Source: an optimization exercise on an open RTL-to-GDS flow (aim: small area, a short achievable clock period and few clock cycles per item). Production flows keep margins and buffers that such runs may drop. The RTL was checked by simulation tests, not by an equivalence proof against the original design. Power is estimated from default activity; no workload was simulated.

## flow/design.v

```verilog
package fctg_pkg;
  localparam int SCREEN_W  = 640;
  localparam int SCREEN_H  = 480;
  localparam int TEX_W     = 64;
  localparam int TEX_H     = 64;
  localparam int FRAC_BITS = 16;
  localparam int ROW_W      = 9;
  localparam int COL_W      = 10;
  localparam int TEX_X_W    = $clog2(TEX_W);
  localparam int TEX_Y_W    = $clog2(TEX_H);
  localparam int SHADE_W    = 9;
  localparam int CFG_IDX_W  = 3;
  localparam int CFG_DATA_W = 24;
  localparam int VEC_W      = 18;
  localparam int CAM_W      = 24;
  localparam int WORLD_W    = 40;
  localparam int HALF_H   = SCREEN_H / 2;
  localparam int DIST_SAT = HALF_H << FRAC_BITS;
  localparam int DIST_W   = 24;
  localparam int DIV_N_W   = 24;
  localparam int DIV_D_W   = 9;
  localparam int DIV_CNT_W = $clog2(DIV_N_W + 1);
  localparam int MUL_A_W = DIST_W + 1;
  localparam int MUL_B_W = 24;
  localparam int MUL_P_W = MUL_A_W + MUL_B_W;
  localparam int SW_SHIFT         = 7;
  localparam int SW_ODD           = SCREEN_W >> SW_SHIFT;
  localparam int STEP_SHIFT       = FRAC_BITS + SW_SHIFT;
  localparam int STEP_OFS_EXP     = 19;
  localparam int STEP_OFS         = 1 << STEP_OFS_EXP;
  localparam int STEP_BIAS        = SW_ODD << STEP_OFS_EXP;
  localparam int STEP_RECIP_SHIFT = 25;
  localparam int STEP_RECIP       = ((1 << STEP_RECIP_SHIFT) + SW_ODD - 1) / SW_ODD;
  localparam int SHADE_K       = 1966;
  localparam int SHADE_MIN     = 77;
  localparam int SHADE_ONE     = 256;
  localparam int SHADE_SHIFT   = FRAC_BITS + 8;
  localparam int SHADE_MAX_DIM = SHADE_ONE - SHADE_MIN;
  localparam int DIR_X_RST   = 1 << FRAC_BITS;
  localparam int PLANE_Y_RST = 43254;
  typedef enum logic [CFG_IDX_W-1:0] {
    CFG_DIR_X,
    CFG_DIR_Y,
    CFG_PLANE_X,
    CFG_PLANE_Y,
    CFG_CAM_X,
    CFG_CAM_Y
  } cfg_idx_t;
  typedef struct packed {
    logic               start;
    logic [DIV_N_W-1:0] dividend;
    logic [DIV_D_W-1:0] divisor;
  } div_req_t;
  typedef struct packed {
    logic               done;
    logic [DIV_N_W-1:0] quotient;
  } div_rsp_t;
endpackage
import fctg_pkg::*;
module floor_cast_texel_generator (
  input  logic               clk,
  input  logic               rst,
  input  logic               pixel_valid,
  output logic               pixel_ready,
  input  logic [ROW_W-1:0]   pixel_row,
  input  logic [COL_W-1:0]   pixel_column,
  output logic               texel_valid,
  input  logic               texel_ready,
  output logic [ROW_W-1:0]   texel_out_row,
  output logic [COL_W-1:0]   texel_out_column,
  output logic [TEX_X_W-1:0] texel_tex_x,
  output logic [TEX_Y_W-1:0] texel_tex_y,
  output logic [SHADE_W-1:0] texel_shade,
  output logic               texel_is_floor,
  input  logic                  cfg_valid,
  output logic                  cfg_ready,
  input  logic [CFG_IDX_W-1:0]  cfg_index,
  input  logic [CFG_DATA_W-1:0] cfg_data
);
  localparam logic [2:0] PH_DIV = 3'd0;
  localparam logic [2:0] PH_SX  = 3'd1;
  localparam logic [2:0] PH_SY  = 3'd2;
  localparam logic [2:0] PH_WX  = 3'd3;
  localparam logic [2:0] PH_WY  = 3'd4;
  localparam logic [2:0] PH_SH  = 3'd5;
  localparam logic [2:0] PH_FIN = 3'd6;
  logic [17:0] dir_x, dir_y, plane_x, plane_y;
  logic [15:0] cam_x, cam_y;
  logic [15:0] wx, wy, sx, sy;
  logic [8:0]  shade;
  logic        pv, pw;
  logic [8:0]  p_row;
  logic [9:0]  p_col;
  logic        ov;
  logic [8:0]  o_row;
  logic [9:0]  o_col;
  logic [5:0]  o_tx, o_ty;
  logic [8:0]  o_shade;
  logic        o_floor;
  logic [2:0]  ph;
  logic [4:0]  cnt;
  logic        mb;
  logic c_div, c_nbit, c_first, c_one, c_two, c_neg, c_camx, c_camy;
  logic c_ldsx, c_ldsy, c_d5x, c_d5y, c_sh;
  logic [23:0] dq;
  logic [27:0] acc;
  logic [2:0]  r5;
  logic out_free, acc_px, in_c0f, move, load_out, step, pv_n;
  logic pr, st_r;
  logic [8:0] s_row;
  logic [9:0] s_col;
  logic       s_floor;
  logic [15:0] wx_s, wy_s, wx_e, wy_e;
  assign pixel_ready = pr;
  assign cfg_ready   = 1'b1;
  assign out_free    = ~ov | texel_ready;
  assign acc_px      = pixel_valid & ~pv;
  assign in_c0f      = (pixel_row >= 9'd240) & (pixel_column == 10'd0);
  assign move        = pv & ~pw & out_free;
  assign load_out    = move | (acc_px & ~in_c0f & out_free);
  assign s_row       = pv ? p_row : pixel_row;
  assign s_col       = pv ? p_col : pixel_column;
  assign s_floor     = s_row >= 9'd240;
  assign step        = load_out & s_floor;
  assign pv_n        = move ? 1'b0 : (acc_px & (in_c0f | ~out_free)) ? 1'b1 : pv;
  assign wx_s        = wx + sx;
  assign wy_s        = wy + sy;
  assign wx_e        = st_r ? wx_s : wx;
  assign wy_e        = st_r ? wy_s : wy;
  logic [8:0]  osel;
  logic [9:0]  esel;
  logic        opx, opy, odx, ody, epx, epy, edx, edy;
  logic        op, od, ep, ed, m1, b1, m2, b2, y2, y1, lastc;
  logic        mprev;
  logic [2:0]  ph_n;
  logic [4:0]  cnt_n;
  assign cnt_n = lastc ? 5'd0 : cnt + 5'd1;
  assign ph_n  = lastc ? ph + 3'd1 : ph;
  always_comb begin
    for (int j = 0; j < 9; j++)  osel[j] = (cnt_n == 5'(j + 1));
    for (int j = 0; j < 10; j++) esel[j] = (cnt_n == 5'(j));
  end
  always_comb begin
    opx = 1'b0; opy = 1'b0; odx = 1'b0; ody = 1'b0;
    for (int j = 0; j < 9; j++) begin
      opx |= osel[j] & plane_x[2*j+1];
      opy |= osel[j] & plane_y[2*j+1];
      odx |= osel[j] & dir_x[2*j+1];
      ody |= osel[j] & dir_y[2*j+1];
    end
    epx = 1'b0; epy = 1'b0; edx = 1'b0; edy = 1'b0;
    for (int j = 0; j < 10; j++) begin
      epx |= esel[j] & plane_x[(j == 9) ? 17 : 2*j];
      epy |= esel[j] & plane_y[(j == 9) ? 17 : 2*j];
      edx |= esel[j] & dir_x[(j == 9) ? 17 : 2*j];
      edy |= esel[j] & dir_y[(j == 9) ? 17 : 2*j];
    end
  end
  always_ff @(posedge clk) begin
    op <= (ph_n == PH_SY || ph_n == PH_WY) ? opy : opx;
    ep <= (ph_n == PH_SY || ph_n == PH_WY) ? epy : epx;
    od <= (ph_n == PH_WY) ? ody : odx;
    ed <= (ph_n == PH_WY) ? edy : edx;
  end
  assign m1 = od ^ op ^ mb;
  assign b1 = (~od & op) | (~(od ^ op) & mb);
  assign m2 = ed ^ ep ^ b1;
  assign b2 = (~ed & ep) | (~(ed ^ ep) & b1);
  assign y1 = (ph == PH_WX || ph == PH_WY) ? m1 : op;
  assign y2 = (ph == PH_WX || ph == PH_WY) ? m2 : ep;
  always_comb begin
    unique case (ph)
      PH_DIV:       lastc = (cnt == 5'd23);
      PH_SX, PH_SY: lastc = (cnt == 5'd9);
      PH_WX, PH_WY: lastc = (cnt == 5'd10);
      PH_SH:        lastc = (cnt == 5'd6);
      PH_FIN:       lastc = 1'b1;
      default:      lastc = 1'b0;
    endcase
  end
  always_ff @(posedge clk) begin
    if (rst || !pw) begin
      ph    <= PH_DIV;
      cnt   <= '0;
      mb    <= 1'b0;
      mprev <= 1'b0;
    end else begin
      cnt   <= cnt_n;
      ph    <= ph_n;
      mb    <= lastc ? 1'b0 : b2;
      mprev <= lastc ? 1'b0 : y2;
    end
  end
  logic       d_one, d_two, d_neg, is_mul;
  logic [2:0] shd;
  always_comb begin
    unique case (cnt[2:0])
      3'd0: shd = 3'b000;   
      3'd1: shd = 3'b101;   
      3'd2: shd = 3'b010;   
      3'd3: shd = 3'b100;   
      3'd4: shd = 3'b101;   
      3'd5: shd = 3'b000;   
      default: shd = 3'b100;   
    endcase
  end
  assign is_mul = (ph == PH_SX) || (ph == PH_SY) ||
                  ((ph == PH_WX || ph == PH_WY) && cnt != 5'd10);
  always_comb begin
    if (ph == PH_SH) begin
      {d_one, d_two, d_neg} = shd;
    end else begin
      d_one = is_mul & (y1 ^ mprev);
      d_two = is_mul & ((y2 & ~y1 & ~mprev) | (~y2 & y1 & mprev));
      d_neg = is_mul & y2 & ~(y1 & mprev);
    end
  end
  always_ff @(posedge clk) begin
    if (rst || !pw) begin
      c_div   <= 1'b0;
      c_nbit  <= 1'b0;
      c_first <= 1'b0;
      c_one   <= 1'b0;
      c_two   <= 1'b0;
      c_neg   <= 1'b0;
      c_camx  <= 1'b0;
      c_camy  <= 1'b0;
      c_ldsx  <= 1'b0;
      c_ldsy  <= 1'b0;
      c_d5x   <= 1'b0;
      c_d5y   <= 1'b0;
      c_sh    <= 1'b0;
    end else begin
      c_div   <= (ph == PH_DIV);
      c_nbit  <= (cnt < 5'd4);
      c_first <= (cnt == 5'd0);
      c_one   <= d_one;
      c_two   <= d_two;
      c_neg   <= d_neg;
      c_camx  <= (ph == PH_WX) && (cnt == 5'd10);
      c_camy  <= (ph == PH_WY) && (cnt == 5'd10);
      c_ldsx  <= (ph == PH_SY) && (cnt == 5'd0);
      c_ldsy  <= (ph == PH_WX) && (cnt == 5'd0);
      c_d5x   <= (ph == PH_SY) && (cnt >= 5'd1) && (cnt <= 5'd8);
      c_d5y   <= (ph == PH_WX) && (cnt >= 5'd1) && (cnt <= 5'd8);
      c_sh    <= (ph == PH_FIN);
    end
  end
  logic [8:0]  v, vd;
  logic [9:0]  trial;
  logic [10:0] tdiff;
  logic        fits;
  assign v = p_row - 9'd240;
  always_ff @(posedge clk) vd <= {v[8:1], v[0] | (v == 9'd0)};
  assign trial = {c_first ? 9'd0 : acc[8:0], c_nbit};
  assign tdiff = {1'b0, trial} - {2'b00, vd};
  assign fits  = ~tdiff[10];
  logic [27:0] acc_a;
  logic [29:0] e1, e2, b_mul, add_b, sum;
  logic [15:0] camv;
  logic [27:0] acc_n;
  assign acc_a = c_first ? 28'd0 : acc;
  assign e1    = {3'b000, dq, 3'b000};
  assign e2    = {2'b00, dq, 4'b0000};
  assign b_mul = ((e1 & {30{c_one}}) | (e2 & {30{c_two}})) ^ {30{c_neg}};
  assign camv  = (c_camx ? cam_x : 16'd0) | (c_camy ? cam_y : 16'd0);
  assign add_b = b_mul | {14'd0, camv};
  assign sum   = {{2{acc_a[27]}}, acc_a} + add_b + {29'd0, c_neg};
  assign acc_n = sum[29:2];
  logic [19:0] qu;
  logic        qs;
  logic [4:0]  r0t;
  logic [2:0]  r0;
  logic [3:0]  t5, t5b;
  logic        q5, q5b;
  logic [2:0]  r5a;
  logic [15:0] d5src;
  assign qu  = acc[25:6];
  assign qs  = acc[27];
  assign r0t = {1'b0, qu[19:16]} + (qs ? 5'd4 : 5'd0);
  assign r0  = (r0t >= 5'd15) ? 3'(r0t - 5'd15) :
               (r0t >= 5'd10) ? 3'(r0t - 5'd10) :
               (r0t >= 5'd5)  ? 3'(r0t - 5'd5)  : r0t[2:0];
  assign d5src = c_d5x ? sx : sy;
  assign t5  = {r5, d5src[15]};
  assign q5  = t5 >= 4'd5;
  assign r5a = q5 ? 3'(t5 - 4'd5) : t5[2:0];
  assign t5b = {r5a, d5src[14]};
  assign q5b = t5b >= 4'd5;
  logic [11:0] dim;
  logic [8:0]  shade_n;
  assign dim     = acc[25:14];
  assign shade_n = (dim > 12'd179) ? 9'd77 : 9'(12'd256 - dim);
  always_ff @(posedge clk) begin
    acc <= acc_n;
    if (c_div) begin
      acc[8:0] <= fits ? tdiff[8:0] : trial[8:0];
      dq       <= {dq[22:0], fits};
    end
    if (c_ldsx || c_ldsy) r5 <= r0;
    else if (c_d5x || c_d5y) r5 <= q5b ? 3'(t5b - 4'd5) : t5b[2:0];
  end
  always_ff @(posedge clk) begin
    if (rst) begin
      pv      <= 1'b0;
      pr      <= 1'b1;
      pw      <= 1'b0;
      ov      <= 1'b0;
      st_r    <= 1'b0;
      dir_x   <= 18'd65536;
      dir_y   <= '0;
      plane_x <= '0;
      plane_y <= 18'd43254;
      cam_x   <= '0;
      cam_y   <= '0;
      wx      <= '0;
      wy      <= '0;
      sx      <= '0;
      sy      <= '0;
      shade   <= 9'd256;
    end else begin
      if (cfg_valid) begin
        unique case (cfg_index)
          3'd0: dir_x   <= cfg_data[17:0];
          3'd1: dir_y   <= cfg_data[17:0];
          3'd2: plane_x <= cfg_data[17:0];
          3'd3: plane_y <= cfg_data[17:0];
          3'd4: cam_x   <= cfg_data[15:0];
          3'd5: cam_y   <= cfg_data[15:0];
          default: ;
        endcase
      end
      ov <= load_out | (ov & ~texel_ready);
      if (out_free) begin
        o_row   <= s_row;
        o_col   <= s_col;
        o_floor <= s_floor;
        o_tx    <= s_floor ? wx_e[15:10] : 6'd0;
        o_ty    <= s_floor ? wy_e[15:10] : 6'd0;
        o_shade <= s_floor ? shade : 9'd0;
      end
      pv <= pv_n;
      pr <= ~pv_n;
      if (!pv) begin
        pw    <= in_c0f;
        p_row <= pixel_row;
        p_col <= pixel_column;
      end
      if (c_sh) pw <= 1'b0;
      st_r <= step;
      wx   <= c_camx ? sum[15:0] : wx_e;
      wy   <= c_camy ? sum[15:0] : wy_e;
      if (c_ldsx)         sx <= qu[15:0];
      else if (c_d5x)     sx <= {sx[13:0], q5, q5b};
      if (c_ldsy)         sy <= qu[15:0];
      else if (c_d5y)     sy <= {sy[13:0], q5, q5b};
      if (c_sh)           shade <= shade_n;
    end
  end
  assign texel_valid      = ov;
  assign texel_out_row    = o_row;
  assign texel_out_column = o_col;
  assign texel_tex_x      = o_tx;
  assign texel_tex_y      = o_ty;
  assign texel_shade      = o_shade;
  assign texel_is_floor   = o_floor;
endmodule
```

## flow/flow/run.sh

```bash
#!/bin/bash
set -euo pipefail
bash standard.sh finish SETUP_SLACK_MARGIN=7 > standard.log 2>&1
```

## flow/standard.sh

```bash
#!/bin/bash
# synth_recipe.tcl (not shown) runs the flow's synth.tcl, then flattens the netlist and writes it again
# the make line also repeats each setting of config.mk as NAME=value (left out here)
make -C /OpenROAD-flow-scripts/flow DESIGN_CONFIG=/design/flow/config.mk WORK_HOME=/design/flow/orfs CLKGATE_MAP_FILE= SYNTH_SCRIPT=/design/flow/synth_recipe.tcl "${@:-finish}"
```

## flow/config.mk

```make
export PLATFORM = sky130hd
export DESIGN_NAME = floor_cast_texel_generator
export DESIGN_NICKNAME = floor_cast_texel_generator
export VERILOG_FILES = /design/flow/design.v
export SDC_FILE = /design/flow/constraint.sdc
export NUM_CORES = 4
export LEC_CHECK = 0
export ABC_AREA = 1
export CAP_MARGIN = 20
export CORE_MARGIN = 2
export CORE_UTILIZATION = 50
export CTS_CLUSTER_DIAMETER = 100
export CTS_CLUSTER_SIZE = 25
export SLEW_MARGIN = 20
```

## flow/constraint.sdc

```tcl
create_clock -name core_clock -period 10.0 [get_ports {clk}]
set_input_delay 2.0000 -clock core_clock [delete_from_list [all_inputs] [get_ports {clk}]]
set_output_delay 2.0000 -clock core_clock [all_outputs]
set_load 0.01 [all_outputs]
```

==> results.cfg, run 1 <==
[yosys]
synth_cells = 2380
ys_ff_latch = 333
synth-seq-area-share_pct = 42.0
synth.distinct_cells = 61
synth-edff-count = 87
syn_area_um2 = 17900
ys.flop_type = dfxtp_1
syn_avg_cell_area_um2 = 7.54
yosysWarnings = 1
async_flop_share_pct = 0
synth_nets = 2533

[die]
die_w_um = 193
die_area_um2 = 37400
dieHeight_um = 193
io_pins = 95
core_area_um2 = 35500
initial_core_util_pct = 50.6
num_rows = 69

[placement]
port-buffer-count = 87
gp_congestion = 0.915
hpwl_um = 37500
place_area_um2 = 19200

[critical_path]
cp_cell_sequence = buf_2
critPathCaptureType = primary output
slowest_delay_ns = 0.39
arrival_ns = 1.05
cp_slowest_cell = edfxtp_1
critPathKind = register to primary output
path_max_fanout = 1
worst_setup_path_start_kind = register
worst-path-buf-inv = 1
required_ns = 8.00
crit_family = flip-flops

[finish]
multi_input_area_um2 = 9830
fill_cells = 3307
post-route-util_pct = 59.2
layout.nets = 2639
postLayoutCellArea_um2 = 21000
register_area_um2 = 7550
syn_to_final_growth_pct = 17.1
antenna_cells = 0
drive_gt1_share_pct = 12.3

[timing]
fin_hold_ws_ns = 0.367
worst_pin_slew_ns = 0.850
drv_slew = 0
hold_viol = 0
tns_ns = 0
skew_ns = 0.0215
maxSlewHeadroom_pct = 43.1
fin_crit_ns = 3.05
setup_violations = 0
max_freq_mhz = 327
rsz0062_at_grt = yes
period_share_pct = 30.5

[route]
ant_nets = 0
viasPerCell = 5.53
drc = 0
drt_pass1_iterations = 5
wl_um = 54500
drt-initial-drc-count = 1229
drt-wirelength-per-cell_um = 18.4
vias = 16300

[grt]
grt_overflow = 0
grt_pass1_wl_um = 83600
grt_max_degree = 49
grt_antenna_before_repair = 0
grt_pass1_vias = 15300
grtUsageTotal_pct = 27.7

[cts]
hold_buffers = 0
htreeDepth = 1
cts_buffer_depth = 3
cts_tree = built
insertion_delay_ns = 0.52
cts_buffers = 17
cts-root-buf = clkbuf_16
path_clk_slew_ns = 0.11
clkSinkCount = 333

[power_and_ir_drop]
p_leak_nw = 9.67
peakVddDrop_mv = 0.133
p_per_area_nw_per_um2 = 143

[status]
status = timing/DRC/antenna clean

[run]
drv_cap = 0

[min_path]
hp-class = register to register
## stage by stage
| step | std cells | setup slack [ns] | power [mW] |
|---|---|---|---|
| finish | 2956 | 6.95 | 3.01 |
| global route | 2956 | 6.85 | 3.14 |
| CTS | 2932 | 6.87 | 2.96 |
| detailed placement | 2860 | 4.74 | 2.13 |
| global placement | 2860 | 4.76 | 2.12 |
| floorplan | 2380 | 6.85 | 1.89 |
## path summary, 6_finish.rpt
path	from	to	slack, ns	cells after the start
worst max-delay path	o_shade[1]	texel_shade[1]	6.95	1
worst max register to register	c_two	wy[10]	7.01	17
worst min register to register	p_row[3]	vd[3]	0.37	0
worst min-delay path	p_row[3]	vd[3]	0.37	0
## sequential cells by signal (all words and copies together), names as in the netlist, 10 cells and up
name and flops:
acc 28, wy 16, wx 16, plane_y 18
dir_x 18, sy 16, dir_y 18, p_col 10
sx 16, plane_x 18, o_col 10, dq 24
cam_y 16, cam_x 16
## logic make-up after synthesis
family                   after synthesis  synth area share (%)
AND/OR/NAND/NOR                     1067                  24.8
AO/OA/AOI/OAI                        445                  14.5
buffers and inverters                355                  7.57
flip-flops                           333                  42.0
adder cells (fa/ha/maj)              102                  7.36
XOR/XNOR                              77                  3.76
other                                  1                0.0209
## metal layers
metal | routed length [um] | track usage [%] | part of all wire [%]
met2 | 26300 | 47.9 | 48
met5 | 0 | 0 | 0
met1 | 23800 | 36.6 | 44
met4 | 1850 | 8.54 | 3.4
met3 | 2580 | 2.55 | 4.7
## cells in the mapped netlist, types with 42 or more instances
master	number	share of area (%)
a21oi_1	104	2.9
clkbuf_1	61	1.3
dfxtp_1	246	27
edfxtp_1	87	15
ha_1	96	6.7
inv_1	262	5.5
nand2_1	442	9.2
nand3_1	119	3.3
nand4_1	42	1.5
nor2_1	401	8.4
o21ai_0	203	5.7
xor2_1	63	3.1
## layout make-up
cell class | count | share of cell area, %
multi-input cells | 1692 | 46.8
flip-flops and latches | 333 | 36.0
repair buffers | 155 | 6.44
inverters | 276 | 5.27
well taps | 461 | 2.75
clock buffers | 26 | 2.29
repair inverters | 11 | 0.363
clock inverters | 2 | 0.161
## cells in the final DEF (no fill, tap or decap), types with 9 or more instances in the layout
master and n:
dlygate4sd2_1 10, nor2_1 388, buf_6 9, buf_2 42, o22ai_1 18, nor2_4 15
o21ai_1 14, nor3_1 20, nand2_1 425, o221ai_1 29, a21oi_1 91, ha_4 10
clkdlybuf4s50_1 28, dfxtp_1 239, edfxtp_1 87, o21ai_0 183, nand3_1 113, inv_2 10
ha_1 85, clkbuf_16 19, nand4_1 42, a21oi_2 10, nand2_2 21, clkinvlp_4 13
xor2_1 53, inv_1 252, o211ai_1 15, a31oi_1 16, buf_4 50, xnor2_1 12
## repair_timing
| action | in CTS | in global routing |
|---|---|---|
| endpoints found under the setup margin | 351 | 216 |
| gates resized for setup | 299 | 113 |
| cloned | 9 | 4 |
| pin swaps | 30 | 36 |
| buffers inserted | 35 | 20 |
## report_power, final
group	internal, mW	switching (mW)
logic	0.236	0.441
clock network	0.353	0.454
registers	1.46	0.0645
Testbench counts, summed over its fixed seeds: cycles 45,832, items 40,960.
==> run 2: changes to the inputs <==
--- a/flow/design.v
+++ b/flow/design.v
@@ -110,7 +110,7 @@
   logic [8:0] s_row;
   logic [9:0] s_col;
   logic       s_floor;
-  logic [15:0] wx_s, wy_s, wx_e, wy_e;
+  logic [15:0] wx_e, wy_e;
   assign pixel_ready = pr;
   assign cfg_ready   = 1'b1;
   assign out_free    = ~ov | texel_ready;
@@ -123,10 +123,8 @@
   assign s_floor     = s_row >= 9'd240;
   assign step        = load_out & s_floor;
   assign pv_n        = move ? 1'b0 : (acc_px & (in_c0f | ~out_free)) ? 1'b1 : pv;
-  assign wx_s        = wx + sx;
-  assign wy_s        = wy + sy;
-  assign wx_e        = st_r ? wx_s : wx;
-  assign wy_e        = st_r ? wy_s : wy;
+  assign wx_e        = wx + (sx & {16{st_r}});
+  assign wy_e        = wy + (sy & {16{st_r}});
   logic [8:0]  osel;
   logic [9:0]  esel;
   logic        opx, opy, odx, ody, epx, epy, edx, edy;
@@ -173,7 +171,7 @@
       PH_DIV:       lastc = (cnt == 5'd23);
       PH_SX, PH_SY: lastc = (cnt == 5'd9);
       PH_WX, PH_WY: lastc = (cnt == 5'd10);
-      PH_SH:        lastc = (cnt == 5'd6);
+      PH_SH:        lastc = (cnt == 5'd5);
       PH_FIN:       lastc = 1'b1;
       default:      lastc = 1'b0;
     endcase
@@ -195,13 +193,12 @@
   logic [2:0] shd;
   always_comb begin
     unique case (cnt[2:0])
-      3'd0: shd = 3'b000;   
-      3'd1: shd = 3'b101;   
-      3'd2: shd = 3'b010;   
-      3'd3: shd = 3'b100;   
-      3'd4: shd = 3'b101;   
-      3'd5: shd = 3'b000;   
-      default: shd = 3'b100;   
+      3'd0: shd = 3'b011;   
+      3'd1: shd = 3'b000;   
+      3'd2: shd = 3'b101;   
+      3'd3: shd = 3'b101;   
+      3'd4: shd = 3'b000;   
+      default: shd = 3'b010;   
     endcase
   end
   assign is_mul = (ph == PH_SX) || (ph == PH_SY) ||
@@ -289,7 +286,7 @@
   assign q5b = t5b >= 4'd5;
   logic [11:0] dim;
   logic [8:0]  shade_n;
-  assign dim     = acc[25:14];
+  assign dim     = acc[26:15];
   assign shade_n = (dim > 12'd179) ? 9'd77 : 9'(12'd256 - dim);
   always_ff @(posedge clk) begin
     acc <= acc_n;
==> run 2 against run 1 <==
  * Still clean
  * Maximum frequency fell by 0.87%
  * Synthesized area decreased by 0.76%
  * Wire length decreased by 9.3%
  * Hold slack gained 0.011 ns
  * Register-to-register slack better by 0.07 ns
  * Critical path depth is the same
  * Utilization down 0.25 points
  * Non-clock buffer count up 6
  * Synthesized cell count shrank 2.2%
==> results.cfg, run 2 <==
[status]
status = timing/DRC/antenna clean

[placement]
pre_cts_ws_ns = 4.88
hpwl_um = 34000
gp_congestion = 0.882
post-place-cells = 2807
port-buffer-count = 87
place_area_um2 = 19100

[timing]
rsz0062_at_grt = yes
fin_hold_ws_ns = 0.378
worst_pin_slew_ns = 0.838
max_freq_mhz = 325
drv_slew = 0
skew_ns = 0.0129
fin_crit_ns = 3.08
maxSlewHeadroom_pct = 43.6
setup_violations = 0
tns_ns = 0
hold_viol = 0
period_share_pct = 30.8
setup_ws_ns = 6.92

[finish]
final_common_cell = nor2_1
antenna_cells = 0
fin_cells = 2908
layout.nets = 2590
regMostFlops = acc
syn_to_final_growth_pct = 16.9
post-route-util_pct = 59.0
fill_cells = 3340
postLayoutCellArea_um2 = 20800
reg.largest.list = acc: 28 flops, dq: 24 flops
largest_reg_flops = 28
final_cell_mix = 383 x nor2_1, 368 x nand2_1, 271 x inv_1
drive_gt1_share_pct = 12.3

[route]
drc = 0
viasPerCell = 5.36
wl_um = 49400
drt_pass1_iterations = 6
vias = 15600
ant_nets = 0
drt-wirelength-per-cell_um = 17.0
drt-initial-drc-count = 1028

[cts]
hold_buffers = 0
path_clk_slew_ns = 0.10
cts_tree = built
htreeDepth = 1
cts_buffers = 17
clkSinkCount = 333
cts_buffer_depth = 3
cts-root-buf = clkbuf_16
insertion_delay_ns = 0.53

[die]
io_pins = 95
core_area_um2 = 35300
dieHeight_um = 193
initial_core_util_pct = 50.4
die_w_um = 193
die_area_um2 = 37100
num_rows = 69

[yosys]
synth-seq-area-share_pct = 42.3
synth-edff-count = 87
ys.flop_type = dfxtp_1
syn_area_um2 = 17800
synth_cells = 2328
async_flop_share_pct = 0
synth.most_common_cell = nor2_1
yosys-top-cells-count = 397 x nor2_1, 382 x nand2_1, 284 x inv_1
synth_nets = 2482
synth.distinct_cells = 66
synth_top_area_share_pct = 27.7
synth_area_leaders = dfxtp_1 28%, edfxtp_1 15%, nor2_1 8.4%
yosysTopAreaCell = dfxtp_1
yosysWarnings = 1
ys_ff_latch = 333
syn_avg_cell_area_um2 = 7.65

[power_and_ir_drop]
p_switching_mw = 0.813
p_seq_share_pct = 53.3
p_leak_nw = 9.82
clkPwrFrac_pct = 28.9
peakVddDrop_mv = 0.134
switching_share_pct = 29.1
p_per_area_nw_per_um2 = 134
finalPower_mw = 2.80
p_comb_share_pct = 17.9
p_int_mw = 1.98

[critical_path]
cp_cell_sequence = buf_2
arrival_ns = 1.08
worst_setup_path_start_kind = register
worst-path-buf-inv = 1
cp_slowest_cell = edfxtp_1
r2r-start = c_two
path_max_fanout = 1
critPathCaptureType = primary output
critPathKind = register to primary output
crit_family = flip-flops
crit_path_start = o_col[2]
required_ns = 8.00
slowest_delay_ns = 0.40

[grt]
grtUsageTotal_pct = 26.0
grt_pass1_vias = 14800
grt_antenna_before_repair = 0
grt_pass1_wl_um = 76700
grt_max_degree = 51
grt_overflow = 0

[min_path]
hp-class = register to register
min-delay-start = p_row[3]

[run]
drv_cap = 0
run 2: changes by cell type after synthesis, sizes merged, moves of 7 or more:
cell   previous run  this run
inv             270       290
nand2           452       391
nand3           122       143
nand4            42        21
nor2            412       405
o21ai           208       193
xnor2            14        23
run 2: power by group through the flow:
stage / Clock, mW / Sequential [mW] / Combinational, mW
3_5_place_dp: 0 / 1.52 / 0.442
2_1_floorplan: 0 / 1.51 / 0.294
4_1_cts: 0.829 / 1.49 / 0.472
6_report: 0.807 / 1.49 / 0.500
3_3_place_gp: 0 / 1.52 / 0.435
5_1_grt: 0.874 / 1.50 / 0.554
run 2: final timing paths:
path | end | slack (ns) | depth (start not counted)
worst min-delay path | vd[3] | 0.38 | 0
worst min register to register | vd[3] | 0.38 | 0
worst max-delay path | texel_out_column[2] | 6.92 | 1
worst max register to register | wx[13] | 7.08 | 15
run 2: timing repair:
item	4_1_cts	5_1_grt
setup buffers	29	30
cloned	8	4
setup endpoints to repair	350	213
resized for setup	268	109
pin swaps	23	29
run 2: cell type report:
type / count / area (um^2) / share of cell area (%)
multi-input combinational: 1617 / 9420 / 45.2
sequential: 333 / 7560 / 36.3
timing repair buffer: 161 / 1480 / 7.12
inverter: 299 / 1210 / 5.81
tap: 461 / 577 / 2.77
clock buffer: 27 / 504 / 2.42
timing repair inverter: 7 / 52.6 / 0.252
clock inverter: 3 / 20.0 / 0.0962
run 2: metal layers:
metal	vias up	track usage, %	part of all wire, %
li1	7855	-	-
met1	7319	33.4	43
met2	334	45.6	49
met3	82	2.58	3.8
met4	0	8.95	3.7
met5	-	0	0
run 2: logic make-up (layout without fill, tap and decap cells):
| family | count (synthesis) | count (layout) | synth area share (%) |
|---|---|---|---|
| simple gates | 997 | 998 | 23.5 |
| compound gates | 422 | 422 | 13.8 |
| buf+inv | 379 | 497 | 8.24 |
| flops | 333 | 333 | 42.3 |
| fa+ha+maj | 103 | 103 | 7.49 |
| xor+xnor | 91 | 91 | 4.48 |
| mux | 2 | 2 | 0.112 |
| other cells | 1 | 1 | 0.0211 |
Testbench counts of run 2, summed over its fixed seeds: cycles 45,768, items 40,960.
==> run 3: changes to the inputs <==
--- a/flow/config.mk
+++ b/flow/config.mk
@@ -8,7 +8,7 @@
 export ABC_AREA = 1
 export CAP_MARGIN = 20
 export CORE_MARGIN = 2
-export CORE_UTILIZATION = 50
+export CORE_UTILIZATION = 60
 export CTS_CLUSTER_DIAMETER = 100
 export CTS_CLUSTER_SIZE = 25
 export SLEW_MARGIN = 20
==> run 3 against run 2 <==
  * Clock power is 4.3% lower
  * Wire length shrank 3.8%
  * Critical path type unchanged
  * Utilization rose by 10 points
==> results.cfg, run 3 <==
[route]
ant_nets = 0
drc = 0
drt_pass1_iterations = 5
drt-initial-drc-count = 1248
viasPerCell = 5.56
drt-wirelength-per-cell_um = 16.8
wl_um = 47500
vias = 15700

[yosys]
syn_avg_cell_area_um2 = 7.65
synth-edff-count = 87
synth_top_area_share_pct = 27.7
ys.flop_type = dfxtp_1
yosys-top-cells-count = 397 x nor2_1, 382 x nand2_1, 284 x inv_1
synth_nets = 2482
synth.most_common_cell = nor2_1
ys_ff_latch = 333
yosysTopAreaCell = dfxtp_1
async_flop_share_pct = 0
synth_cells = 2328
synth.distinct_cells = 66
yosysWarnings = 1
syn_area_um2 = 17800
synth-seq-area-share_pct = 42.3
synth_area_leaders = dfxtp_1 28%, edfxtp_1 15%, nor2_1 8.4%

[critical_path]
critPathKind = register to primary output
worst_setup_path_start_kind = register
crit_family = flip-flops
required_ns = 8.00
slowest_delay_ns = 0.39
arrival_ns = 1.06
cp_cell_sequence = buf_2
worst-path-buf-inv = 1
critPathCaptureType = primary output
cp_slowest_cell = edfxtp_1
path_max_fanout = 1

[power_and_ir_drop]
p_switching_mw = 0.796
clkPwrFrac_pct = 28.2
p_int_mw = 1.94
p_comb_share_pct = 17.4
p_seq_share_pct = 54.4
p_per_area_nw_per_um2 = 135
switching_share_pct = 29.1
finalPower_mw = 2.74
peakVddDrop_mv = 0.165
p_leak_nw = 9.66

[grt]
grt_pass1_vias = 14700
grt_antenna_before_repair = 0
grtUsageTotal_pct = 29.7
grt_overflow = 0
grt_max_degree = 61
grt_pass1_wl_um = 74400

[die]
core_area_um2 = 29400
io_pins = 95
initial_core_util_pct = 60.6
dieHeight_um = 176
die_w_um = 176
die_area_um2 = 31100
num_rows = 63

[cts]
clkSinkCount = 333
cts-root-buf = clkbuf_16
insertion_delay_ns = 0.53
cts_tree = built
path_clk_slew_ns = 0.11
cts_buffers = 17
htreeDepth = 1
hold_buffers = 0
cts_buffer_depth = 3

[finish]
register_area_um2 = 7550
largest_reg_flops = 28
layout.nets = 2577
multi_input_area_um2 = 9230
syn_to_final_growth_pct = 14.0
fin_cells = 2821
final_common_cell = nor2_1
reg.largest.list = acc: 28 flops, dq: 24 flops
fill_cells = 2514
drive_gt1_share_pct = 10.9
postLayoutCellArea_um2 = 20300
regMostFlops = acc
final_cell_mix = 384 x nor2_1, 368 x nand2_1, 270 x inv_1
antenna_cells = 0

[timing]
fin_crit_ns = 3.06
maxSlewHeadroom_pct = 36.5
skew_ns = 0.0221
drv_slew = 0
max_freq_mhz = 326
setup_violations = 0
period_share_pct = 30.6
tns_ns = 0
hold_viol = 0
worst_pin_slew_ns = 0.953
rsz0062_at_grt = yes

[placement]
post-place-cells = 2736
hpwl_um = 32600
port-buffer-count = 87
place_area_um2 = 19000
gp_congestion = 0.902

[min_path]
hp-class = register to register

[status]
status = timing/DRC/antenna clean

[run]
drv_cap = 0
==> run 3: worst paths after layout <==
check / start / endpoint / slack [ns] / cells past startpoint
max: o_row[1] / texel_out_row[1] / 6.94 / 1
min: p_row[3] / vd[3] / 0.37 / 0
max reg2reg: c_one / acc[25] / 7.03 / 14
min reg2reg: p_row[3] / vd[3] / 0.37 / 0
==> run 3: kinds of logic after synthesis <==
logic type / count (synthesis) / share of synthesized area [%]
compound gates: 422 / 13.8
xor+xnor: 91 / 4.48
fa+ha+maj: 103 / 7.49
buf+inv: 379 / 8.24
flops: 333 / 42.3
mux: 2 / 0.112
other cells: 1 / 0.0211
simple gates: 997 / 23.5
==> run 3: area by class of cell <==
cell class	count	area share, %
clock inverters	1	0.0801
repair inverters	7	0.247
flip-flops and latches	333	37.2
well taps	390	2.40
inverters	299	5.96
repair buffers	148	6.40
multi-input cells	1617	45.4
clock buffers	26	2.27
==> run 3: stage by stage <==
step | setup slack, ns | hold slack, ns | utilization (%)
2_1_floorplan | 6.70 | 0.348 | -
3_3_place_gp | 5.04 | 0.354 | 64.5
3_5_place_dp | 5.01 | 0.358 | 64.5
4_1_cts | 6.92 | 0.379 | 67.4
5_1_grt | 6.87 | 0.401 | 69.0
6_report | 6.94 | 0.373 | 69.0
==> run 3: repair_timing <==
action,4_1_cts,5_1_grt
endpoints found under the hold margin,0,0
gates resized for setup,254,91
gates cloned,8,2
setup buffers,26,22
pin swaps,16,21
setup endpoints to repair,347,195
==> run 3: per-layer routing <==
metal | GRT usage [%] | part of all wire, % | up-vias
met2 | 52.1 | 48 | 493
met3 | 2.84 | 5.2 | 123
met4 | 10.8 | 4.0 | 0
met5 | 0 | 0 | -
met1 | 38.1 | 43 | 7237
li1 | - | - | 7834
==> run 3: power groups by stage <==
stage          Clock (mW)  Sequential [mW]  Combinational, mW
3_3_place_gp            0             1.52              0.426
2_1_floorplan           0             1.51              0.294
3_5_place_dp            0             1.52              0.435
4_1_cts             0.784             1.49              0.456
5_1_grt             0.825             1.50              0.528
6_report            0.772             1.49              0.477
==> run 4: changes to the inputs <==
==> flow/flow/run.sh (replaced) <==
#!/bin/bash
set -euo pipefail
bash standard.sh finish SETUP_SLACK_MARGIN=7 \
  "BUFFER_PORTS_ARGS=-buffer_cell sky130_fd_sc_hd__buf_2" > standard.log 2>&1
==> run 4 against run 3 <==
  * Final area fell by 2.6%
  * Synthesized cell count stayed put
  * Still clean
  * Wire length is 3.0% lower
  * Worst setup slack got worse by 0.030 ns
  * Die area is the same
  * Largest power group unchanged
  * Register-to-register slack barely moved
  * Clock skew up 0.0083 ns
  * Clock-buffer cell count decreased by 1
==> results.cfg, run 4 <==
[status]
status = timing/DRC/antenna clean

[die]
die_w_um = 176
dieHeight_um = 176
core_area_um2 = 29400
die_area_um2 = 31100
initial_core_util_pct = 60.6
io_pins = 95
num_rows = 63

[finish]
reg.largest.list = acc: 28 flops, dq: 24 flops
drive_gt1_share_pct = 11.3
largest_reg_flops = 28
final_cell_mix = 385 x nor2_1, 373 x nand2_1, 277 x inv_1
antenna_cells = 0
regMostFlops = acc
syn_to_final_growth_pct = 11.1
fin_cells = 2787
final_common_cell = nor2_1
fill_cells = 2544
layout.nets = 2542

[grt]
grt_overflow = 0
grtUsageTotal_pct = 28.9
busiest_layer = met2
grt_use_met3_pct = 2.56
grt_pass1_vias = 14500
grt_pass1_wl_um = 72600
gr-usage-met1_pct = 37.4
use_met2_pct = 50.5
grt_max_degree = 108
grt_antenna_before_repair = 0

[critical_path]
path_max_fanout = 1
critPathKind = register to primary output
cp_slowest_cell = edfxtp_1
cp_cell_sequence = buf_2
crit_family = flip-flops
critPathCaptureType = primary output
worst-path-buf-inv = 1
slowest_delay_ns = 0.41
required_ns = 8.00
arrival_ns = 1.09
worst_setup_path_start_kind = register

[cts]
cts_buffers = 17
clkSinkCount = 333
cts_buffer_depth = 3
path_clk_slew_ns = 0.10
cts-root-buf = clkbuf_16
htreeDepth = 1
insertion_delay_ns = 0.54
cts_tree = built

[timing]
skew_ns = 0.0304
maxSlewHeadroom_pct = 44.5
max_freq_mhz = 323
drv_slew = 0
tns_ns = 0
worst_pin_slew_ns = 0.825
rsz0062_at_grt = yes
hold_viol = 0
period_share_pct = 30.9
fin_crit_ns = 3.09
setup_violations = 0

[yosys]
synth_cells = 2328
synth.distinct_cells = 66
synth_nets = 2482
syn_area_um2 = 17800
ys.flop_type = dfxtp_1
synth-edff-count = 87
ys_ff_latch = 333
yosys-top-cells-count = 397 x nor2_1, 382 x nand2_1, 284 x inv_1
synth-seq-area-share_pct = 42.3
syn_avg_cell_area_um2 = 7.65
synth.most_common_cell = nor2_1
yosysWarnings = 1
synth_top_area_share_pct = 27.7
yosysTopAreaCell = dfxtp_1
synth_area_leaders = dfxtp_1 28%, edfxtp_1 15%, nor2_1 8.4%
async_flop_share_pct = 0

[power_and_ir_drop]
p_int_mw = 1.95
p_switching_mw = 0.798
p_comb_share_pct = 16.8
switching_share_pct = 29.1
clkPwrFrac_pct = 28.9
p_leak_nw = 9.42
p_seq_share_pct = 54.3
p_per_area_nw_per_um2 = 139
peakVddDrop_mv = 0.111

[route]
drt-wirelength-per-cell_um = 16.5
drc = 0
drt_pass1_iterations = 6
vias = 15400
drt-initial-drc-count = 997
viasPerCell = 5.53
ant_nets = 0
wl_um = 46100

[min_path]
hp-class = register to register

[run]
drv_cap = 0

[placement]
gp_congestion = 0.879
hpwl_um = 32600
post-place-cells = 2735
port-buffer-count = 87
[run 4: cell count changes in the layout (fill, tap and decap cells not counted), moves of 5 or more]
| cell | before | now |
|---|---|---|
| ha_4 | 4 | 10 |
| dlymetal6s2s_1 | 9 | 0 |
| inv_2 | 11 | 5 |
| clkdlybuf4s50_1 | 31 | 0 |
| nand2_1 | 368 | 373 |
| buf_2 | 41 | 85 |
| buf_4 | 46 | 22 |
| inv_1 | 270 | 277 |
[run 4: path summary, 6_finish.rpt]
path / cells after the start / slack (ns) / start / end
worst max-delay path: 1 / 6.91 / o_row[3] / texel_out_row[3]
worst min-delay path: 0 / 0.38 / p_row[3] / vd[3]
worst max register to register: 14 / 7.04 / c_one / wx[14]
worst min register to register: 0 / 0.38 / p_row[3] / vd[3]
[run 4: layout make-up]
class / instances / area [um^2] / share of cell area [%]
clock buffer: 25 / 480 / 2.43
clock inverter: 3 / 23.8 / 0.120
inverter: 299 / 1190 / 6.02
multi-input combinational: 1617 / 9280 / 46.9
sequential: 333 / 7550 / 38.2
tap: 390 / 488 / 2.47
timing repair buffer: 115 / 723 / 3.66
timing repair inverter: 5 / 41.3 / 0.209
[run 4: timing repair]
action / 4_1_cts / 5_1_grt
buffers inserted: 8 / 10
hold endpoints to repair: 0 / 0
gates cloned: 5 / 1
endpoints found under the setup margin: 213 / 155
gates resized for setup: 66 / 75
pin swaps: 8 / 11
hold buffers: 0 / 0
[run 4: metrics by stage]
step | cell area [um^2] | setup slack, ns | hold WS (ns) | power (mW) | utilization, %
global route | 19800 | 6.88 | 0.388 | 2.86 | 67.3
CTS | 19400 | 6.91 | 0.379 | 2.73 | 65.9
detailed placement | 18500 | 5.31 | 0.356 | 1.94 | 63.0
global placement | 18500 | 5.33 | 0.354 | 1.93 | 63.0
finish | 19800 | 6.91 | 0.385 | 2.74 | 67.3
floorplan | 17900 | 6.70 | 0.348 | 1.80 | -
[run 4: cells by family (layout without fill, tap and decap cells)]
| group | count (synthesis) | in the layout | share of synthesized area [%] |
|---|---|---|---|
| adder cells (fa/ha/maj) | 103 | 103 | 7.49 |
| XOR/XNOR | 91 | 91 | 4.48 |
| other | 1 | 1 | 0.0211 |
| AND/OR/NAND/NOR | 997 | 998 | 23.5 |
| AO/OA/AOI/OAI | 422 | 422 | 13.8 |
| multiplexers | 2 | 2 | 0.112 |
| buffers and inverters | 379 | 447 | 8.24 |
| flip-flops | 333 | 333 | 42.3 |
[run 4: routing by layer]
layer / wire length (um) / up-vias
li1: - / 7745
met1: 19900 / 7173
met2: 22500 / 407
met3: 1870 / 98
met4: 1750 / 0
met5: 0 / -
[run 4: power groups by stage]
stage	Sequential, mW	Clock (mW)	Combinational (mW)
finish	1.49	0.794	0.460
global route	1.50	0.850	0.512
CTS	1.49	0.804	0.434
detailed placement	1.52	0	0.417
global placement	1.52	0	0.408
floorplan	1.51	0	0.294
==> run 5: changes to the inputs <==
--- a/flow/config.mk
+++ b/flow/config.mk
@@ -8,7 +8,7 @@
 export ABC_AREA = 1
 export CAP_MARGIN = 20
 export CORE_MARGIN = 2
-export CORE_UTILIZATION = 60
+export CORE_UTILIZATION = 80
 export CTS_CLUSTER_DIAMETER = 100
 export CTS_CLUSTER_SIZE = 25
 export SLEW_MARGIN = 20
==> run 5 against run 4 <==
  * Power grew 0.36%
  * Wire length rose by 9.4%
  * Maximum frequency fell by 2.5%
  * Final area decreased by 1.3%
  * Global-route usage grew 10 points
  * Via count increased by 9.6%
  * Still clean
  * Register-to-register slack lost 0.21 ns
  * Highest routed layer unchanged
  * Sequential power about the same
  * Die area down 24%
  * Clock-buffer cell count increased by 1
  * Critical path type is now register to register
  * Hold slack improved by 0.024 ns
  * Synthesized cell count is the same
==> results.cfg, run 5 <==
[status]
status = timing/DRC/antenna clean

[cts]
path_clk_slew_ns = 0.10
cts_buffers = 17
cts-root-buf = clkbuf_16
cts_buffer_depth = 3
clkSinkCount = 333
insertion_delay_ns = 0.53
cts_tree = built
hold_buffers = 0
htreeDepth = 1

[finish]
drive_gt1_share_pct = 10.9
layout.nets = 2545
reg.largest.list = acc: 28 flops, dq: 24 flops
final_cell_mix = 385 x nor2_1, 372 x nand2_1, 279 x inv_1
fill_cells = 1104
final_common_cell = nor2_1
syn_to_final_growth_pct = 9.63
antenna_cells = 0
largest_reg_flops = 28
regMostFlops = acc

[die]
io_pins = 95
dieHeight_um = 153
die_w_um = 153
die_area_um2 = 23500
num_rows = 54
initial_core_util_pct = 81.6
core_area_um2 = 21800

[critical_path]
slowest_delay_ns = 0.45
r2r_setup_slack_ns = 6.83
cp_slowest_cell = dfxtp_4
path_max_fanout = 5
worst_setup_path_start_kind = register
arrival_ns = 3.61
ff2ff_path_depth = 14
crit_family = compound AO/OA/AOI/OAI gates
r2r-start = c_two
critPathKind = register to register
cp_common_cell = inv_1
critPathCaptureType = register
required_ns = 10.44
worst-path-buf-inv = 3
rr_endpoint = wx[14]
cp_cell_sequence = clkinvlp_4 -> o22ai_1 -> xor2_1 -> nand3_1 -> ha_1 -> inv_1 -> o21bai_1 -> a21oi_1 -> o21ai_2 -> inv_1 -> nand2_1 -> xor2_2 -> o21ai_0 -> a31oi_1

[timing]
worst_pin_slew_ns = 0.845
hold_viol = 0
max_freq_mhz = 315
tns_ns = 0
fin_hold_ws_ns = 0.408
skew_ns = 0.0298
period_share_pct = 31.7
setup_violations = 0
fin_crit_ns = 3.17
drv_slew = 0
maxSlewHeadroom_pct = 43.2
rsz0062_at_grt = yes

[yosys]
synth_nets = 2482
synth-seq-area-share_pct = 42.3
synth_cells = 2328
yosysTopAreaCell = dfxtp_1
ys_ff_latch = 333
synth_top_area_share_pct = 27.7
syn_avg_cell_area_um2 = 7.65
synth_area_leaders = dfxtp_1 28%, edfxtp_1 15%, nor2_1 8.4%
synth-edff-count = 87
yosys-top-cells-count = 397 x nor2_1, 382 x nand2_1, 284 x inv_1
syn_area_um2 = 17800
synth.most_common_cell = nor2_1
yosysWarnings = 1
async_flop_share_pct = 0
ys.flop_type = dfxtp_1
synth.distinct_cells = 66

[grt]
grt_antenna_before_repair = 0
grtUsageTotal_pct = 39.3
grt_pass1_vias = 15900
grt_pass1_wl_um = 76100
grt_max_degree = 64
grt_overflow = 0

[min_path]
hold_depth = 0
min-delay-start = p_row[3]
hp-class = register to register
min_to = vd[3]

[route]
wl_um = 50400
drt_pass1_iterations = 6
viasPerCell = 6.31
drt-initial-drc-count = 1957
drc = 0
ant_nets = 0
vias = 16900
drt-wirelength-per-cell_um = 18.8

[power_and_ir_drop]
clkPwrFrac_pct = 28.0
p_per_area_nw_per_um2 = 141
p_int_mw = 1.93
p_leak_nw = 9.40
p_comb_share_pct = 17.8
switching_share_pct = 30.0
p_switching_mw = 0.825
p_seq_share_pct = 54.3
peakVddDrop_mv = 0.167

[placement]
hpwl_um = 33100
port-buffer-count = 87
gp_congestion = 0.916

[run]
drv_cap = 0
run 5: cell counts after synthesis:
No cell type changed its count.
run 5: cells by family (layout without fill, tap and decap cells):
family | after synthesis | in the layout | share of synthesized area, %
AND/OR/NAND/NOR | 997 | 998 | 23.5
AO/OA/AOI/OAI | 422 | 422 | 13.8
buffers and inverters | 379 | 449 | 8.24
flip-flops | 333 | 333 | 42.3
adder cells (fa/ha/maj) | 103 | 103 | 7.49
XOR/XNOR | 91 | 91 | 4.48
multiplexers | 2 | 2 | 0.112
other | 1 | 1 | 0.0211
run 5: cell type report:
class	instances	area, um^2	share of cell area, %
inverter	299	1180	6.06
clock inverter	1	20.0	0.103
sequential	333	7550	38.7
multi-input combinational	1617	9210	47.2
clock buffer	26	459	2.35
tap	280	350	1.79
timing repair buffer	118	716	3.67
timing repair inverter	5	38.8	0.199
run 5: worst max-delay path by stage:
| stage | start | to | slack, ns | depth (start not counted) |
|---|---|---|---|---|
| floorplan | rst | o_col[0] | 6.70 | 3 |
| global placement | rst | pw | 5.50 | 5 |
| detailed placement | rst | pw | 5.47 | 5 |
| CTS | rst | c_ldsy | 6.92 | 6 |
| global route | c_one | wx[14] | 6.74 | 14 |
| finish | c_two | wx[14] | 6.83 | 14 |
run 5: stage by stage:
stage	worst slack, ns	cells	power, mW	util [%]	area [um^2]
after global routing	6.74	2679	2.83	89.4	19500
after global placement	5.50	2626	1.92	84.3	18400
after detailed placement	5.47	2626	1.94	84.3	18400
after floorplan	6.70	2328	1.80	-	17900
final	6.83	2679	2.75	89.4	19500
after CTS	6.92	2665	2.69	87.7	19100
run 5: timing repair:
action,CTS,global route
gates resized for setup,53,71
endpoints found under the setup margin,264,181
cloned,6,0
pin swaps,5,9
buffers inserted,6,14
endpoints found under the hold margin,0,0
run 5: layer usage:
metal | wire length (um) | GRT usage, % | part of all wire [%]
met1 | 17900 | 47.9 | 36
met2 | 24000 | 67.2 | 48
met3 | 4870 | 5.22 | 9.7
met4 | 3550 | 22.6 | 7.0
met5 | 0 | 0 | 0
run 5: power groups by stage:
| stage | combinational [mW] | sequential, mW | clock [mW] |
|---|---|---|---|
| floorplan | 0.294 | 1.51 | 0 |
| global placement | 0.400 | 1.52 | 0 |
| detailed placement | 0.424 | 1.52 | 0 |
| CTS | 0.442 | 1.49 | 0.759 |
| global route | 0.525 | 1.50 | 0.807 |
| finish | 0.489 | 1.50 | 0.770 |

## port drivers added, routing unchanged
The flow's constraints put no driver on any port. The routed layouts listed below were extracted and timed again, unchanged, in two steps.
Step 1: set_driving_cell puts a clkbuf_16 on clk and a buf_2 on each other input, an assumption about the parent block.
Step 2 adds t to the input delays and takes it off the output delays; t is the mean of the earliest and latest rising clock arrival at the registers after step 1. Input paths then give back, and output paths get back, about the clock's delay inside the block.
Slacks: ideal ports / drivers / drivers and shift; pairs: ideal ports / drivers.
| run | t (ns) | setup slack, ns | worst setup path at the end |
|---|---|---|---|
| run 1 | 0.568 | 6.946 / 6.891 / 6.499 | input to register |
| run 2 | 0.576 | 6.920 / 6.866 / 6.514 | input to register |
| run 3 | 0.569 | 6.936 / 6.883 / 6.459 | input to register |
| run 4 | 0.573 | 6.906 / 6.856 / 6.488 | input to register |
| run 5 | 0.561 | 6.828 / 6.828 / 6.367 | input to register |
After both steps setup and hold are still met in every run listed. For run 3, which loses most, drivers alone change the setup slack by -0.053 ns; drivers and shift together by -0.477 ns.
